This is an optimization exercise on Yosys and OpenROAD, whose aim is small area, not a production implementation. The RTL was checked by simulation tests, not by an equivalence proof against the original design. Power figures rest on the tool's default switching activity, not on a simulated workload.

run A:
## cpu_top
module cpu_top (
    input  logic                   clk,
    input  logic                   rst,
    output logic [8-1:0] mem_addr,
    output logic [16-1:0] mem_wdata,
    output logic                   mem_we,
    output logic                   mem_req_valid,
    input  logic                   mem_req_ready,
    input  logic [16-1:0] mem_rdata,
    output logic                   halted
);
    logic [3:0] ph;
    logic       init, fetch, rot1, rot2, mem, in_pc;
    logic       t, c, immbit, offbit, w0, w1, pc0, sum, cout, wbit, taken, a;
    logic [3:0] op;
    logic [3:0] ra;
    logic [3:0] we_lo, we_hi;
    logic       wr;
    assign op = mem_rdata[15:12];
    assign mem_req_valid = fetch | mem;
    cpu_control control_inst (
        .clk    (clk),
        .rst    (rst),
        .op     (op),
        .ready  (mem_req_ready),
        .t      (t),
        .ph     (ph),
        .init   (init),
        .fetch  (fetch),
        .rot1   (rot1),
        .rot2   (rot2),
        .mem    (mem),
        .in_pc  (in_pc),
        .halted (halted)
    );
    cpu_fetch_unit fetch_inst (
        .clk       (clk),
        .init      (init),
        .fetch     (fetch),
        .rot1      (rot1),
        .rot2      (rot2),
        .mem       (mem),
        .in_pc     (in_pc),
        .ph        (ph),
        .op        (op),
        .mem_rdata (mem_rdata),
        .a         (a),
        .sum       (sum),
        .cout      (cout),
        .taken     (taken),
        .t         (t),
        .c         (c),
        .immbit    (immbit),
        .offbit    (offbit),
        .w0        (w0),
        .w1        (w1),
        .pc0       (pc0),
        .mem_addr  (mem_addr),
        .mem_wdata (mem_wdata),
        .mem_we    (mem_we)
    );
    cpu_execute execute_inst (
        .op     (op),
        .init   (init),
        .in_pc  (in_pc),
        .ph0    (ph == 4'd0),
        .ph15   (ph == 4'd15),
        .a      (a),
        .w0     (w0),
        .w1     (w1),
        .immbit (immbit),
        .offbit (offbit),
        .pc0    (pc0),
        .t      (t),
  ...
For scale: about 300 flip-flops, roughly 46 I/O pins, ~7500 um2 of cells after synthesis.
==> flow/config.mk <==
export PLATFORM = sky130hd
export DESIGN_NAME = cpu_top
export DESIGN_NICKNAME = cpu_top
export VERILOG_FILES = /design/flow/design.v
export SDC_FILE = /design/flow/constraint.sdc
export NUM_CORES = 4
export LEC_CHECK = 0
export CAP_MARGIN = 20
export CORE_MARGIN = 2
export CORE_UTILIZATION = 40
export SLEW_MARGIN = 20
export SYNTH_HIERARCHICAL = 0
==> flow/constraint.sdc <==
create_clock -name core_clock -period 10.0 [get_ports {clk}]
set_input_delay 2.0000 -clock core_clock [delete_from_list [all_inputs] [get_ports {clk}]]
set_output_delay 2.0000 -clock core_clock [all_outputs]
set_load 0.01 [all_outputs]
standard.sh (not shown) runs the stock make flow with config.mk's settings and CLKGATE_MAP_FILE= SYNTH_SCRIPT=/design/flow/synth_recipe.tcl, a recipe that flattens the netlist after the stock synthesis.
==> flow/flow/run.sh <==
#!/bin/bash
# The standard flow's layout with four changes:
#  - synthesis is the standard synthesis script, except that ABC maps each
#    module's logic with an area-oriented script (flow/abc_*.script, chosen
#    per module below); registers, their names and cells are as in the
#    standard synthesis;
#  - the smallest buffer on every input and output port;
#  - a clock tree without dummy loads;
#  - after floorplanning, every combinational cell swapped to the smallest
#    cell of its function (the later repair steps upsize where needed).
# Each step logs to its own file in this folder.
set -euo pipefail
export BUFFER_PORTS_ARGS="-buffer_cell sky130_fd_sc_hd__buf_1"
export CTS_ARGS="-sink_clustering_enable -repair_clock_nets -dont_use_dummy_load -buf_list sky130_fd_sc_hd__clkbuf_4 -sink_clustering_size 12 -sink_clustering_max_diameter 40"
HERE=$PWD
# ABC script per module: flow/abc_<letter>.script
PLAN="cpu_top c"
{
  cat <<TCL
proc abc {args} {
  set i [lsearch \$args -script]
  foreach {mod scr} {$PLAN} {
    set a \$args
    lset a [expr {\$i + 1}] $HERE/flow/abc_\$scr.script
    yosys abc {*}\$a \$mod
  }
}
TCL
  cat synth_recipe.tcl
} > own_synth.tcl
sed "s|SYNTH_SCRIPT=[^ ]*|SYNTH_SCRIPT=$HERE/own_synth.tcl|" standard.sh > own_standard.sh
bash own_standard.sh synth > synth.log 2>&1
bash own_standard.sh floorplan > floorplan.log 2>&1
RES=orfs/results/$FLOW_PLATFORM/cpu_top/base
LIB_FILE=$FLOW_HOME/platforms/$FLOW_PLATFORM/lib/sky130_fd_sc_hd__tt_025C_1v80.lib \
ODB_IN=$RES/2_floorplan.odb ODB_OUT=$RES/2_floorplan.odb \
  openroad -no_init -exit flow/downsize.tcl > downsize.log 2>&1
bash own_standard.sh finish > finish.log 2>&1
==> flow/flow/abc_c.script <==
strash
dc2
dc2
dch -f
amap
topo
stime -c
dnsize -c
Other scripts of this flow, unchanged in this note and not shown: flow/flow/abc_a.script, flow/flow/abc_b.script, flow/flow/downsize.tcl
Run A completed end to end with timing, DRC and antenna clean.
What run B does differently from run A at the input level:
-- flow/flow/run.sh --
<<< run A, line 13
export BUFFER_PORTS_ARGS="-buffer_cell sky130_fd_sc_hd__buf_1"
export CTS_ARGS="-sink_clustering_enable -repair_clock_nets -dont_use_dummy_load -buf_list sky130_fd_sc_hd__clkbuf_4 -sink_clustering_size 12 -sink_clustering_max_diameter 40"
HERE=$PWD
>>> run B, line 13
export BUFFER_PORTS_ARGS="-buffer_cell sky130_fd_sc_hd__buf_1"
export CTS_ARGS="-sink_clustering_enable -repair_clock_nets -dont_use_dummy_load -buf_list sky130_fd_sc_hd__clkbuf_4 -sink_clustering_size 12 -sink_clustering_max_diameter 30"
HERE=$PWD
==> flow/flow/abc_c.script <==
strash
dch -f
amap
topo
stime -c
dnsize -c
Findings:
A library cell contributing the largest single delay on the critical path of o22ai_1 is what run B shows, while o32ai_1 belongs to run A.
Run B -> run A: initial standard-cell utilization of the core flat
Between run B and run A, the simple-gate area share of the yosys netlist figures differ only marginally.
Max ratio of final minimum period to clock period across run B and run A: run A
Run B reports a lower total of plain and repair buffers excluding clock buffers than run A does.
Total routing usage reported by global routing in run B vs run A: up 1.2 points
Run B: all stages complete, timing, DRC and antenna checks passed
What run C does differently from run B at the input level:
# run B
export LEC_CHECK = 0
export CAP_MARGIN = 20
export CORE_MARGIN = 2
export CORE_UTILIZATION = 40
export SLEW_MARGIN = 20
export SYNTH_HIERARCHICAL = 0
create_clock -name core_clock -period 10.0 [get_ports {clk}]
# run C
export LEC_CHECK = 0
export CAP_MARGIN = 20
export CORE_MARGIN = 2
export CORE_UTILIZATION = 60
export SLEW_MARGIN = 20
export SYNTH_HIERARCHICAL = 0
create_clock -name core_clock -period 10.0 [get_ports {clk}]
-- flow/flow/run.sh --
<<< run B, line 13
export BUFFER_PORTS_ARGS="-buffer_cell sky130_fd_sc_hd__buf_1"
export CTS_ARGS="-sink_clustering_enable -repair_clock_nets -dont_use_dummy_load -buf_list sky130_fd_sc_hd__clkbuf_4 -sink_clustering_size 12 -sink_clustering_max_diameter 30"
HERE=$PWD
>>> run C, line 13
export BUFFER_PORTS_ARGS="-buffer_cell sky130_fd_sc_hd__buf_1"
export CTS_ARGS="-sink_clustering_enable -repair_clock_nets -dont_use_dummy_load -buf_list sky130_fd_sc_hd__clkbuf_4 -sink_clustering_size 12 -sink_clustering_max_diameter 40"
HERE=$PWD
Findings:
- Run C did not stop at any stage, and its layout met the timing, design-rule and antenna checks.
- NOTE first-pass GRT wire length run B->run C decreased by a little under 10%
- As of run C, multi-input logic area had fallen slightly compared to run B.
- Against run B as the reference, run C delivers a higher utilization of the core after routing.
- On run C: switching share of power is 0.78 points lower than what run B gave.
- Compared with run B, run C shows a higher sequential share of layout area.
- Between run C and run B, routed wire length on met2 is higher for run B, run C comes in under that.
- Re global-route usage: run B was lower than run C.
- Looking at final standard cell count with taps included and fillers excluded, run C sits 77 lower than run B does.
- Via count of the first global-routing pass (run C vs. run B) decreases by a little under 10%
- Total power consumption of the routed design (run B / run C): 1.05
- Non-clock buffer count in the final layout for run C: 2.2% up relative to run B

==> what the ideal ports hide <==
How much do the figures lean on ideal ports? The routed layouts below were timed once more, with nothing changed but the port constraints. Step 1 (the two cells are an assumption about what drives the block):
set clk [get_ports {clk}]
set_driving_cell -lib_cell sky130_fd_sc_hd__clkbuf_16 $clk
set_driving_cell -lib_cell sky130_fd_sc_hd__buf_2 [delete_from_list [all_inputs] $clk]
Step 2 times the ports against the registers' clock, not the clock port: input delays grow and output delays shrink by t, the midpoint of the rising clock arrivals with the driver on. a / b / c = ideal ports / drivers / drivers and shift; a / b = the first two.
| run | t (ns) | slack for setup (ns) | worst hold slack (ns) |
|---|---|---|---|
| run A | 0.619 | 3.028 / 3.011 / 2.393 | 0.253 / 0.253 / 0.253 |
| run B | 0.628 | 3.370 / 3.364 / 2.736 | 0.293 / 0.293 / 0.293 |
| run C | 0.631 | 3.473 / 3.482 / 2.851 | 0.306 / 0.306 / 0.306 |
After both steps setup and hold are still met in every run listed. For run A, which loses most, drivers alone change the setup slack by -0.017 ns; drivers and shift together by -0.635 ns.
